This design comes from an exercise in tuning for small area on the open sky130 flow, not from production work. RTL that was checked went through simulation tests only; none was proved equivalent to the original. Power is estimated from default activity; no workload was simulated.

==> flow/design.v (excerpt) <==
module dma_top (
	input  logic                 clk,
	input  logic                 rst,
	input  logic                 cfg_en,
	input  dma_pkg::addr_t       cfg_addr,
	input  dma_pkg::data_t       cfg_data,
	input  dma_pkg::data_t       mem_rdata,
	input  logic                 mem_rvalid,
	input  logic                 mem_wvalid,
	output dma_pkg::addr_t       mem_addr,
	output logic [3:0]           mem_bweb,
	output dma_pkg::data_t       mem_wdata,
	output dma_pkg::burst_len_t  mem_burst_len,
	output logic                 mem_ceb,
	output logic                 mem_web,
	output logic                 irq
);
	logic        enable;
	logic [31:2] src;
	logic [31:2] dst;
	logic [31:0] lenr;       
	logic [31:0] off;        
	logic [1:0]  state;      
	logic        pw;         
	logic [1:0]  cnt;        
	logic [1:0]  bl;         
	logic [31:0] mem [4];
	logic idle, st_rd, st_wr, st_done;
	assign idle    = (state == 2'd0);
	assign st_rd   = (state == 2'd1);
	assign st_wr   = (state == 2'd2);
	assign st_done = (state == 2'd3);
	logic wr_ok;
	assign wr_ok = cfg_en && !(st_rd || st_wr);
	logic src_v, dst_v;
	always_ff @(posedge clk or posedge rst) begin
		if (rst) begin
			enable <= 1'b0;
			src_v  <= 1'b0;
			dst_v  <= 1'b0;
		end else if (wr_ok) begin
			if (cfg_addr == 32'h10020100)  enable <= cfg_data[0];
			if (cfg_addr == 32'h10020200) src_v  <= 1'b1;
			if (cfg_addr == 32'h10020300) dst_v  <= 1'b1;
		end
	end
	logic [31:2] src_q, dst_q;
  ...
export LEC_CHECK = 0
export CAP_MARGIN = 20
export CORE_MARGIN = 2
export CORE_UTILIZATION = 70
export SLEW_MARGIN = 20
create_clock -name core_clock -period 7.0 [get_ports {clk}]
standard.sh (not shown) runs the stock make flow with config.mk's settings and CLKGATE_MAP_FILE= SYNTH_SCRIPT=/design/flow/synth_recipe.tcl, a recipe that flattens the netlist after the stock synthesis.
==> flow/flow/run.sh <==
#!/bin/bash
# Standard layout with these changes:
# - synthesis maps logic with flow/abc_map.script (area-recovering ABC mapping,
#   no ABC buffering or upsizing) in place of ORFS's abc_speed.script; the rest of
#   synthesis (and so every register) is unchanged;
# - port buffers use the smallest buffer cell;
# - clock tree synthesis uses larger sink clusters and no dummy loads.
# make's full output goes to make_finish.log.
set -euo pipefail
rm -rf scripts_abc
cp -r "$FLOW_HOME/scripts" scripts_abc
cp flow/abc_map.script scripts_abc/abc_speed.script
bash standard.sh \
	"SCRIPTS_DIR=$PWD/scripts_abc" \
	"BUFFER_PORTS_ARGS=-buffer_cell sky130_fd_sc_hd__buf_1" \
	"CTS_ARGS=-sink_clustering_enable -repair_clock_nets -dont_use_dummy_load -sink_clustering_size 32 -sink_clustering_max_diameter 60 -buf_list {sky130_fd_sc_hd__clkbuf_16}" \
	finish > make_finish.log 2>&1
==> flow/flow/abc_map.script <==
&get -n
&st
&dch
&nf -R 1000 -p -F 8 -A 4 -a
&st
&syn2
&if -g -K 6
&synch2
&nf -R 1000 -p -F 8 -A 4 -a
&st
&syn2
&if -g -K 6
&synch2
&nf -R 1000 -p -F 8 -A 4 -a
&st
&syn2
&if -g -K 6
&synch2
&nf -R 1000 -p -F 8 -A 4 -a
&st
&syn2
&if -g -K 6
&synch2
&nf -R 1000 -p -F 8 -A 4 -a
&st
&syn2
&if -g -K 6
&synch2
&nf -R 1000 -p -F 8 -A 4 -a
&put
topo
stime -c
The starting point finished with timing, DRC and antenna clean.
Edit:
==> flow/flow/run.sh (replaced) <==
#!/bin/bash
# Standard layout with these changes: port buffers use the smallest buffer cell,
# clock tree synthesis uses larger sink clusters and no dummy loads, and
# other settings given below. make's full output goes to make_finish.log.
set -euo pipefail
bash standard.sh \
	"BUFFER_PORTS_ARGS=-buffer_cell sky130_fd_sc_hd__buf_1" \
	"CTS_ARGS=-sink_clustering_enable -repair_clock_nets -dont_use_dummy_load -sink_clustering_size 25 -sink_clustering_max_diameter 70 -buf_list {sky130_fd_sc_hd__clkbuf_16}" \
	finish > make_finish.log 2>&1
removed: flow/flow/abc_map.script
Core utilization is lower by 1.2 points.
Global-route usage is lower by 1.5 points.
Flip-flop and latch count does not change.
Via count is higher by 4.1%.
Die area is higher by 4.1%.
Final cell count is higher by about 2.1%.
Routed wire length is higher by 0.52%.
Clock skew is lower by 0.020 ns.
Maximum frequency is higher by 10%.
Edit:
==> flow/flow/run.sh (replaced) <==
#!/bin/bash
# Standard layout with two changes: port buffers use the smallest buffer cell,
# and clock tree synthesis uses larger sink clusters and no dummy loads.
set -euo pipefail
bash standard.sh \
	"BUFFER_PORTS_ARGS=-buffer_cell sky130_fd_sc_hd__buf_1" \
	"CTS_ARGS=-sink_clustering_enable -repair_clock_nets -dont_use_dummy_load -sink_clustering_size 30 -sink_clustering_max_diameter 80 -buf_list {sky130_fd_sc_hd__clkbuf_16}" \
	finish > make_finish.log 2>&1
- CORE_UTILIZATION: 70 -> 65
What happened: Cell area is about the same; via count decreases by about 2.5%; wire length goes down by about 1.2%; total power decreases by about 2.3%; utilization goes down by 6.0 points; fmax shrinks by 0.43%; die area climbs by 7.5%.
Edit:
==> flow/flow/run.sh (replaced) <==
#!/bin/bash
# Standard layout with these changes: port buffers use the smallest buffer cell,
# clock tree synthesis uses larger sink clusters and no dummy loads, and
# other settings given below. make's full output goes to make_finish.log.
set -euo pipefail
bash standard.sh \
	"BUFFER_PORTS_ARGS=-buffer_cell sky130_fd_sc_hd__buf_1" \
	"CTS_ARGS=-sink_clustering_enable -repair_clock_nets -dont_use_dummy_load -sink_clustering_size 20 -sink_clustering_max_diameter 60 -buf_list {sky130_fd_sc_hd__clkbuf_8}" \
	finish > make_finish.log 2>&1
- CORE_UTILIZATION: 65 -> 70
- PLACE_DENSITY: unset -> 0.8
Clock-buffer cell count is higher by 5. Routed wire length is higher by a few percent. Power is lower by a few percent. Synthesized area is unchanged. Worst setup slack degrades by 0.093 ns. Critical path depth is unchanged. Sequential power stays flat. Worst hold slack improves by 0.030 ns. Non-clock buffer count does not change.
Edit:
==> flow/flow/run.sh (replaced) <==
#!/bin/bash
# Standard layout with these changes:
# - synthesis maps logic with flow/abc_map.script (area-recovering ABC mapping,
#   no ABC buffering or upsizing) in place of ORFS's abc_speed.script; the rest of
#   synthesis (and so every register) is unchanged;
# - port buffers use the smallest buffer cell;
# - clock tree synthesis uses larger sink clusters and no dummy loads.
# make's full output goes to make_finish.log.
set -euo pipefail
rm -rf scripts_abc
cp -r "$FLOW_HOME/scripts" scripts_abc
cp flow/abc_map.script scripts_abc/abc_speed.script
bash standard.sh \
	"SCRIPTS_DIR=$PWD/scripts_abc" \
	"BUFFER_PORTS_ARGS=-buffer_cell sky130_fd_sc_hd__buf_1" \
	"CTS_ARGS=-sink_clustering_enable -repair_clock_nets -dont_use_dummy_load -sink_clustering_size 30 -sink_clustering_max_diameter 80 -buf_list {sky130_fd_sc_hd__clkbuf_16}" \
	finish > make_finish.log 2>&1
==> flow/flow/abc_map.script (new file) <==
&get -n
&st
&dch
&nf -R 1000 -p -F 8 -A 4 -a
&st
&syn2
&if -g -K 6
&synch2
&nf -R 1000 -p -F 8 -A 4 -a
&st
&syn2
&if -g -K 6
&synch2
&nf -R 1000 -p -F 8 -A 4 -a
&st
&syn2
&if -g -K 6
&synch2
&nf -R 1000 -p -F 8 -A 4 -a
&st
&syn2
&if -g -K 6
&synch2
&nf -R 1000 -p -F 8 -A 4 -a
&st
&syn2
&if -g -K 6
&synch2
&nf -R 1000 -p -F 8 -A 4 -a
&put
topo
stime -c
- CORE_UTILIZATION: 70 -> 65
- PLACE_DENSITY: 0.8 -> unset
The changed run produced a clean layout.
Power barely changes.
Cell count shrinks by 1.8%.
Die area grows by 3.2%.
Non-clock buffer count grows by 2.
First-iteration DRC count shrinks by 21%.
Utilization shrinks by 4.4 points.
Area after synthesis shrinks by 4.0%.
Sequential cell count is unchanged.

---

dma_top, a different RTL version from the one above (not shown whole).
// dma_top
module dma_top (
	input  logic                 clk,
	input  logic                 rst,
	input  logic                 cfg_en,
	input  dma_pkg::addr_t       cfg_addr,
	input  dma_pkg::data_t       cfg_data,
	input  dma_pkg::data_t       mem_rdata,
	input  logic                 mem_rvalid,
	input  logic                 mem_wvalid,
	output dma_pkg::addr_t       mem_addr,
	output logic [3:0]           mem_bweb,
	output dma_pkg::data_t       mem_wdata,
	output dma_pkg::burst_len_t  mem_burst_len,
	output logic                 mem_ceb,
	output logic                 mem_web,
	output logic                 irq
);
Settings: LEC_CHECK=0, CAP_MARGIN=20, CORE_MARGIN=2, CORE_UTILIZATION=40, SLEW_MARGIN=20; clock period 7.0 ns.
==> flow/flow/run.sh <==
#!/bin/bash
# Standard layout with two changes: port buffers use the smallest buffer cell,
# and clock tree synthesis uses larger sink clusters and no dummy loads.
set -euo pipefail
bash standard.sh \
	"BUFFER_PORTS_ARGS=-buffer_cell sky130_fd_sc_hd__buf_1" \
	"CTS_ARGS=-sink_clustering_enable -repair_clock_nets -dont_use_dummy_load -sink_clustering_size 20 -sink_clustering_max_diameter 60 -buf_list {sky130_fd_sc_hd__clkbuf_16}" \
	finish > make_finish.log 2>&1
The baseline finished with setup timing left.
Change:
==> flow/flow/run.sh (replaced) <==
#!/bin/bash
# Standard layout with two changes: port buffers use the smallest buffer cell,
# and clock tree synthesis uses larger sink clusters and no dummy loads.
set -euo pipefail
bash standard.sh \
	"BUFFER_PORTS_ARGS=-buffer_cell sky130_fd_sc_hd__buf_1" \
	"CTS_ARGS=-sink_clustering_enable -repair_clock_nets -dont_use_dummy_load -sink_clustering_size 12 -sink_clustering_max_diameter 50 -buf_list {sky130_fd_sc_hd__clkbuf_8}" \
	finish > make_finish.log 2>&1
=> The new run reached the layout checks and failed them: setup timing; routed wire length came out higher by 0.73%; worst setup slack improved by 0.021 ns; worst hold slack is about the same.
No run of this note included a check of the RTL's function; only the layout flow was run.

---

Another version of the RTL of dma_top (not shown whole).
Size: roughly 270 flip-flops, about 12000 sq um of cells after synthesis.
Settings: LEC_CHECK=0, CAP_MARGIN=20, CORE_MARGIN=2, CORE_UTILIZATION=70, SLEW_MARGIN=20; clock period 7.0 ns.
==> flow/flow/run.sh <==
#!/bin/bash
# Standard layout with these changes:
# - synthesis maps logic with flow/abc_map.script (area-recovering ABC mapping,
#   no ABC buffering or upsizing) in place of ORFS's abc_speed.script; the rest of
#   synthesis (and so every register) is unchanged;
# - port buffers use the smallest buffer cell;
# - clock tree synthesis uses larger sink clusters and no dummy loads.
# make's full output goes to make_finish.log.
set -euo pipefail
rm -rf scripts_abc
cp -r "$FLOW_HOME/scripts" scripts_abc
cp flow/abc_map.script scripts_abc/abc_speed.script
bash standard.sh \
	"SCRIPTS_DIR=$PWD/scripts_abc" \
	"BUFFER_PORTS_ARGS=-buffer_cell sky130_fd_sc_hd__buf_1" \
	"CTS_ARGS=-sink_clustering_enable -repair_clock_nets -dont_use_dummy_load -sink_clustering_size 16 -sink_clustering_max_diameter 50 -buf_list {sky130_fd_sc_hd__clkbuf_8}" \
	finish > make_finish.log 2>&1
==> flow/flow/abc_map.script <==
&get -n
&st
&dch
&nf -R 1000 -p -F 8 -A 4 -a
&st
&syn2
&if -g -K 6
&synch2
&nf -R 1000 -p -F 8 -A 4 -a
&st
&syn2
&if -g -K 6
&synch2
&nf -R 1000 -p -F 8 -A 4 -a
&st
&syn2
&if -g -K 6
&synch2
&nf -R 1000 -p -F 8 -A 4 -a
&st
&syn2
&if -g -K 6
&synch2
&nf -R 1000 -p -F 8 -A 4 -a
&st
&syn2
&if -g -K 6
&synch2
&nf -R 1000 -p -F 8 -A 4 -a
&put
topo
stime -c
Next try:
--- a/flow/flow/run.sh
+++ b/flow/flow/run.sh
@@ -14,4 +14,4 @@
 	"SCRIPTS_DIR=$PWD/scripts_abc" \
 	"BUFFER_PORTS_ARGS=-buffer_cell sky130_fd_sc_hd__buf_1" \
-	"CTS_ARGS=-sink_clustering_enable -repair_clock_nets -dont_use_dummy_load -sink_clustering_size 16 -sink_clustering_max_diameter 50 -buf_list {sky130_fd_sc_hd__clkbuf_8}" \
+	"CTS_ARGS=-sink_clustering_enable -repair_clock_nets -dont_use_dummy_load -sink_clustering_size 30 -sink_clustering_max_diameter 80 -buf_list {sky130_fd_sc_hd__clkbuf_16}" \
 	finish > make_finish.log 2>&1
Settings changed: CORE_UTILIZATION 70 to 65.
- The changed run finished with timing, DRC and antenna clean
- wire length came out lower by about 0.8%
- worst setup slack improved by 50 ps
- via count came out lower by 1.6%
- cell area stays flat
- clock-buffer cell count came out lower by 10
- worst hold slack got worse by 29 ps
- global-route usage came out lower by 2.3 points
- core utilization came out lower by 5.8 points
No run of this note included a check of the RTL's function; only the layout flow was run.

---

RTL: one of the versions met above, not the one the previous note started from.
Size: roughly 990 cells after synthesis, about 260 flip-flops, ~180 I/O pins, roughly 0.012 mm² of cells after synthesis.
export LEC_CHECK = 0
export CAP_MARGIN = 20
export CORE_MARGIN = 2
export CORE_UTILIZATION = 70
export SLEW_MARGIN = 20
create_clock -name core_clock -period 7.0 [get_ports {clk}]
==> flow/flow/run.sh <==
#!/bin/bash
# Standard layout with these changes:
# - synthesis maps logic with flow/abc_map.script (area-recovering ABC mapping,
#   no ABC buffering or upsizing) in place of ORFS's abc_speed.script; the rest of
#   synthesis (and so every register) is unchanged;
# - port buffers use the smallest buffer cell;
# - clock tree synthesis uses larger sink clusters and no dummy loads.
# make's full output goes to make_finish.log.
set -euo pipefail
rm -rf scripts_abc
cp -r "$FLOW_HOME/scripts" scripts_abc
cp flow/abc_map.script scripts_abc/abc_speed.script
bash standard.sh \
	"SCRIPTS_DIR=$PWD/scripts_abc" \
	"BUFFER_PORTS_ARGS=-buffer_cell sky130_fd_sc_hd__buf_1" \
	"CTS_ARGS=-sink_clustering_enable -repair_clock_nets -dont_use_dummy_load -sink_clustering_size 12 -sink_clustering_max_diameter 45 -buf_list {sky130_fd_sc_hd__clkbuf_4}" \
	finish > make_finish.log 2>&1
Scripts as last shown in full above: flow/flow/abc_map.script
The baseline produced a clean layout.
Rerun with:
==> flow/flow/run.sh (replaced) <==
#!/bin/bash
# Standard layout with these changes: port buffers use the smallest buffer cell,
# clock tree synthesis uses larger sink clusters and no dummy loads, and
# other settings given below. make's full output goes to make_finish.log.
set -euo pipefail
bash standard.sh \
	"BUFFER_PORTS_ARGS=-buffer_cell sky130_fd_sc_hd__buf_1" \
	"CTS_ARGS=-sink_clustering_enable -repair_clock_nets -dont_use_dummy_load -sink_clustering_size 30 -sink_clustering_max_diameter 80 -buf_list {sky130_fd_sc_hd__clkbuf_16}" \
	"RECOVER_POWER=100" \
	finish > make_finish.log 2>&1
--- a/flow/config.mk
+++ b/flow/config.mk
@@ -8,4 +8,4 @@
 export CAP_MARGIN = 20
 export CORE_MARGIN = 2
-export CORE_UTILIZATION = 70
+export CORE_UTILIZATION = 65
 export SLEW_MARGIN = 20
removed: flow/flow/abc_map.script
=>
- This time the run ran to the end with violations: capacitance limit, slew limit
- final area goes up by 3.3%
- count of clock-buffer cells in the layout goes down by 15
- via count goes up by 2.7%
- wire length goes up by 4.3%
- non-clock buffer count goes down by 3
- critical path depth goes down by 8
- global-route usage goes down by 2.5 points

---

## build 39
The RTL this note starts from:
==> flow/design.v <==
package dma_pkg;
	typedef logic [31:0] addr_t;
	typedef logic [31:0] data_t;
	typedef logic [2:0] beat_t;
	typedef logic [3:0] burst_len_t;
	typedef enum logic [1:0] {
		IDLE  = 2'd0,  
		READ  = 2'd1,  
		WRITE = 2'd2,  
		DONE  = 2'd3   
	} dma_state_e;
endpackage
`timescale 1ns/1ps
module dma_top (
	input  logic                 clk,
	input  logic                 rst,
	input  logic                 cfg_en,
	input  dma_pkg::addr_t       cfg_addr,
	input  dma_pkg::data_t       cfg_data,
	input  dma_pkg::data_t       mem_rdata,
	input  logic                 mem_rvalid,
	input  logic                 mem_wvalid,
	output dma_pkg::addr_t       mem_addr,
	output logic [3:0]           mem_bweb,
	output dma_pkg::data_t       mem_wdata,
	output dma_pkg::burst_len_t  mem_burst_len,
	output logic                 mem_ceb,
	output logic                 mem_web,
	output logic                 irq
);
	logic        enable;
	logic [31:2] src;
	logic [31:2] dst;
	logic [31:0] lenr;       
	logic [31:0] off;        
	logic [1:0]  state;      
	logic        pw;         
	logic [1:0]  cnt;        
	logic [1:0]  bl;         
	logic [31:0] mem [4];
	logic idle, st_rd, st_wr, st_done;
	assign idle    = (state == 2'd0);
	assign st_rd   = (state == 2'd1);
	assign st_wr   = (state == 2'd2);
	assign st_done = (state == 2'd3);
	logic wr_ok;
	assign wr_ok = cfg_en && !(st_rd || st_wr);
	logic src_v, dst_v;
	always_ff @(posedge clk or posedge rst) begin
		if (rst) begin
			enable <= 1'b0;
			src_v  <= 1'b0;
			dst_v  <= 1'b0;
		end else if (wr_ok) begin
			if (cfg_addr == 32'h10020100)  enable <= cfg_data[0];
			if (cfg_addr == 32'h10020200) src_v  <= 1'b1;
			if (cfg_addr == 32'h10020300) dst_v  <= 1'b1;
		end
	end
	logic [31:2] src_q, dst_q;
	always_ff @(posedge clk) begin
		if (wr_ok && cfg_addr == 32'h10020200) src_q <= cfg_data[31:2];
		if (wr_ok && cfg_addr == 32'h10020300) dst_q <= cfg_data[31:2];
	end
	assign src = src_q & {30{src_v}};
	assign dst = dst_q & {30{dst_v}};
	logic [10:0] rd_lo, wr_lo;
	assign rd_lo = {1'b0, src[11:2]} + {1'b0, off[9:0]};
	assign wr_lo = {1'b0, dst[11:2]} + {1'b0, off[9:0]};
	logic [1:0] c_rem, c_rd, c_wr, c_min;
	assign c_rem = (lenr[31:2] != '0) ? 2'd3 : 2'(lenr[1:0] - 2'd1);
	assign c_rd  = (&rd_lo[9:2]) ? ~rd_lo[1:0] : 2'd3;
	assign c_wr  = (&wr_lo[9:2]) ? ~wr_lo[1:0] : 2'd3;
	assign c_min = (c_rd < c_rem) ? c_rd : c_rem;
	logic [2:0]  n;
	logic [31:0] off_nxt;
	logic        last_beat, rd_beat, wr_beat, adv, fin;
	assign n         = {1'b0, bl} + 3'd1;
	assign off_nxt   = off + 32'(adv ? n : 3'd0);  
	assign last_beat = (cnt == bl);
	assign rd_beat   = st_rd && !pw && mem_rvalid;
	assign wr_beat   = st_wr && mem_wvalid;
	assign adv       = wr_beat && last_beat;
	assign fin       = (lenr == 32'(n));
	always_ff @(posedge clk or posedge rst) begin
		if (rst) begin
			state <= 2'd0;
			cnt   <= 2'd0;
		end else begin
			if (rd_beat || wr_beat) cnt <= cnt + 2'd1 & {2{!last_beat}};
			case (state)
				2'd0: if (enable) state <= 2'd1;
				2'd1: if (rd_beat && last_beat) state <= 2'd2;
				2'd2: if (adv) state <= fin ? 2'd3 : 2'd1;
				default: if (!enable) state <= 2'd0;
			endcase
		end
	end
	always_ff @(posedge clk) begin
		pw <= st_wr;
		rd_c <= rd_lo[10];
		wr_c <= wr_lo[10];
		bl <= (c_wr < c_min) ? c_wr : c_min;
		off <= idle ? '0 : off_nxt;
		if (wr_ok && cfg_addr == 32'h10020400) lenr <= cfg_data;
		else lenr <= (adv && fin) ? off_nxt : lenr - 32'(adv ? n : 3'd0);
		if (rd_beat) mem[cnt] <= mem_rdata;
	end
	logic [1:0] sel;
	assign sel = cnt + {1'b0, mem_wvalid};
	logic rd_c, wr_c;
	logic [31:12] hi;
	assign hi = (st_wr ? dst[31:12] : src[31:12]) + off[29:10] + 20'(st_wr ? wr_c : rd_c);
	assign mem_wdata     = mem[sel];
	assign mem_ceb       = !((st_rd && !pw) || st_wr);
	assign mem_web       = !st_wr;
	assign mem_bweb      = {4{!st_wr}};
	assign mem_addr      = {hi, st_wr ? wr_lo[9:0] : rd_lo[9:0], 2'b00};
	assign mem_burst_len = {2'b00, bl};
	assign irq           = st_done;
endmodule
==> flow/config.mk <==
export PLATFORM = sky130hd
export DESIGN_NAME = dma_top
export DESIGN_NICKNAME = dma_top
export VERILOG_FILES = /design/flow/design.v
export SDC_FILE = /design/flow/constraint.sdc
export NUM_CORES = 4
export LEC_CHECK = 0
export CAP_MARGIN = 20
export CORE_MARGIN = 2
export CORE_UTILIZATION = 65
export SLEW_MARGIN = 20
==> flow/constraint.sdc <==
create_clock -name core_clock -period 7.0 [get_ports {clk}]
set_input_delay 1.4000 -clock core_clock [delete_from_list [all_inputs] [get_ports {clk}]]
set_output_delay 1.4000 -clock core_clock [all_outputs]
set_load 0.01 [all_outputs]
==> flow/flow/run.sh <==
#!/bin/bash
# Standard layout with these changes: port buffers use the smallest buffer cell,
# clock tree synthesis uses larger sink clusters and no dummy loads, and
# other settings given below. make's full output goes to make_finish.log.
set -euo pipefail
bash standard.sh \
	"BUFFER_PORTS_ARGS=-buffer_cell sky130_fd_sc_hd__buf_1" \
	"CTS_ARGS=-sink_clustering_enable -repair_clock_nets -dont_use_dummy_load -sink_clustering_size 30 -sink_clustering_max_diameter 80 -buf_list {sky130_fd_sc_hd__clkbuf_8 sky130_fd_sc_hd__clkbuf_16}" \
	finish > make_finish.log 2>&1
Build 39 finished every step from synthesis to the final layout, and the layout passed the timing, DRC and antenna checks.
Here is what was changed in the inputs of build 72 compared with build 39.
==> flow/flow/run.sh <==
#!/bin/bash
# Standard layout with these changes:
# - synthesis maps logic with flow/abc_map.script (area-recovering ABC mapping,
#   no ABC buffering or upsizing) in place of ORFS's abc_speed.script; the rest of
#   synthesis (and so every register) is unchanged;
# - port buffers use the smallest buffer cell;
# - clock tree synthesis uses larger sink clusters and no dummy loads.
# make's full output goes to make_finish.log.
set -euo pipefail
rm -rf scripts_abc
cp -r "$FLOW_HOME/scripts" scripts_abc
cp flow/abc_map.script scripts_abc/abc_speed.script
bash standard.sh \
	"SCRIPTS_DIR=$PWD/scripts_abc" \
	"BUFFER_PORTS_ARGS=-buffer_cell sky130_fd_sc_hd__buf_1" \
	"CTS_ARGS=-sink_clustering_enable -repair_clock_nets -dont_use_dummy_load -sink_clustering_size 20 -sink_clustering_max_diameter 60 -buf_list {sky130_fd_sc_hd__clkbuf_8}" \
	finish > make_finish.log 2>&1
==> flow/flow/abc_map.script (new file) <==
&get -n
&st
&dch
&nf -R 1000 -p -F 8 -A 4 -a
&st
&syn2
&if -g -K 6
&synch2
&nf -R 1000 -p -F 8 -A 4 -a
&st
&syn2
&if -g -K 6
&synch2
&nf -R 1000 -p -F 8 -A 4 -a
&st
&syn2
&if -g -K 6
&synch2
&nf -R 1000 -p -F 8 -A 4 -a
&st
&syn2
&if -g -K 6
&synch2
&nf -R 1000 -p -F 8 -A 4 -a
&st
&syn2
&if -g -K 6
&synch2
&nf -R 1000 -p -F 8 -A 4 -a
&put
topo
stime -c
diff --git a/flow/config.mk b/flow/config.mk
--- a/flow/config.mk
+++ b/flow/config.mk
@@ -9,3 +9,3 @@
 export CORE_MARGIN = 2
-export CORE_UTILIZATION = 65
+export CORE_UTILIZATION = 70
 export SLEW_MARGIN = 20
==> comparison <==
Both conditions hold for build 72: the flow ran to the end and the final layout passed the timing, DRC and antenna checks.
Summary of build 72 over build 39: area of the core fell 2200 um^2; synthesis-to-finish area growth now sits higher; mean area per synthesized cell went up.
Diff build 39 -> build 72: die area has decreased; wire length on met1 has decreased; setup slack has decreased; multi-input gate share of the layout cell area has decreased.
For build 51, these inputs were changed with respect to build 72:
==> flow/flow/run.sh <==
#!/bin/bash
# Standard layout with these changes: port buffers use the smallest buffer cell,
# clock tree synthesis uses larger sink clusters and no dummy loads, and
# other settings given below. make's full output goes to make_finish.log.
set -euo pipefail
bash standard.sh \
	"BUFFER_PORTS_ARGS=-buffer_cell sky130_fd_sc_hd__buf_1" \
	"CTS_ARGS=-sink_clustering_enable -repair_clock_nets -dont_use_dummy_load -sink_clustering_size 20 -sink_clustering_max_diameter 60 -buf_list {sky130_fd_sc_hd__clkbuf_8}" \
	finish > make_finish.log 2>&1
removed: flow/flow/abc_map.script
[summary]
- Between build 51 and build 72, it is build 51 whose combinational share of power is higher, by 2.0 points.
- The clock network power share number comes out higher for build 72 vs build 51.
- Sort build 72 and build 51 by worst setup slack asc -> top: build 72
- Number of flip-flops and latches came out exactly the same in build 72 and build 51.
- Against build 72, build 51 comes in about 3% higher on power attributed to the clock group.
- Taking build 72 as the reference point, the ratio of final minimum period to clock period of build 51 falls by 5.9 points.

## what the ideal ports hide
No port has a modelled driver above. Below, the same layouts with a new extraction and two added sets of constraints. Step 1 assumes that a clkbuf_16 drives the clock port and a buf_2 every other input. Step 2 also shifts input and output timing later by t, the mid clock arrival at the registers, as if the neighbouring blocks saw the same clock. Three values: no drivers, after step 1, after step 2; two values: the first two.
run | t (ns) | setup slack, ns | slew at the worst register clock pin (ns)
the first run of note 1 | 0.516 | 0.401 / 0.357 / 0.873 | 0.11 / 0.11
the second run of note 1 | 0.516 | 1.025 / 0.976 / 1.492 | 0.10 / 0.10
the third run of note 1 | 0.508 | 0.999 / 0.949 / 1.457 | 0.11 / 0.11
the fourth run of note 1 | 0.538 | 0.906 / 0.866 / 1.404 | 0.12 / 0.12
the fifth run of note 1 | 0.513 | 0.414 / 0.371 / 0.884 | 0.11 / 0.11
the first run of note 2 | 0.565 | -0.039 / -0.091 / 0.474 | 0.08 / 0.08
the second run of note 2 | 0.558 | -0.018 / -0.063 / 0.495 | 0.08 / 0.08
the first run of note 3 | 0.548 | 0.508 / 0.471 / 1.019 | 0.09 / 0.09
the second run of note 3 | 0.514 | 0.559 / 0.516 / 1.031 | 0.11 / 0.11
the first run of note 4 | 0.696 | 0.486 / 0.447 / 1.143 | 0.12 / 0.12
the second run of note 4 | 0.508 | 0.994 / 0.944 / 1.284 | 0.11 / 0.11
build 39 | 0.508 | 0.999 / 0.949 / 1.457 | 0.11 / 0.11
build 72 | 0.546 | 0.544 / 0.503 / 1.049 | 0.12 / 0.12
build 51 | 0.554 | 0.956 / 0.912 / 1.466 | 0.12 / 0.12
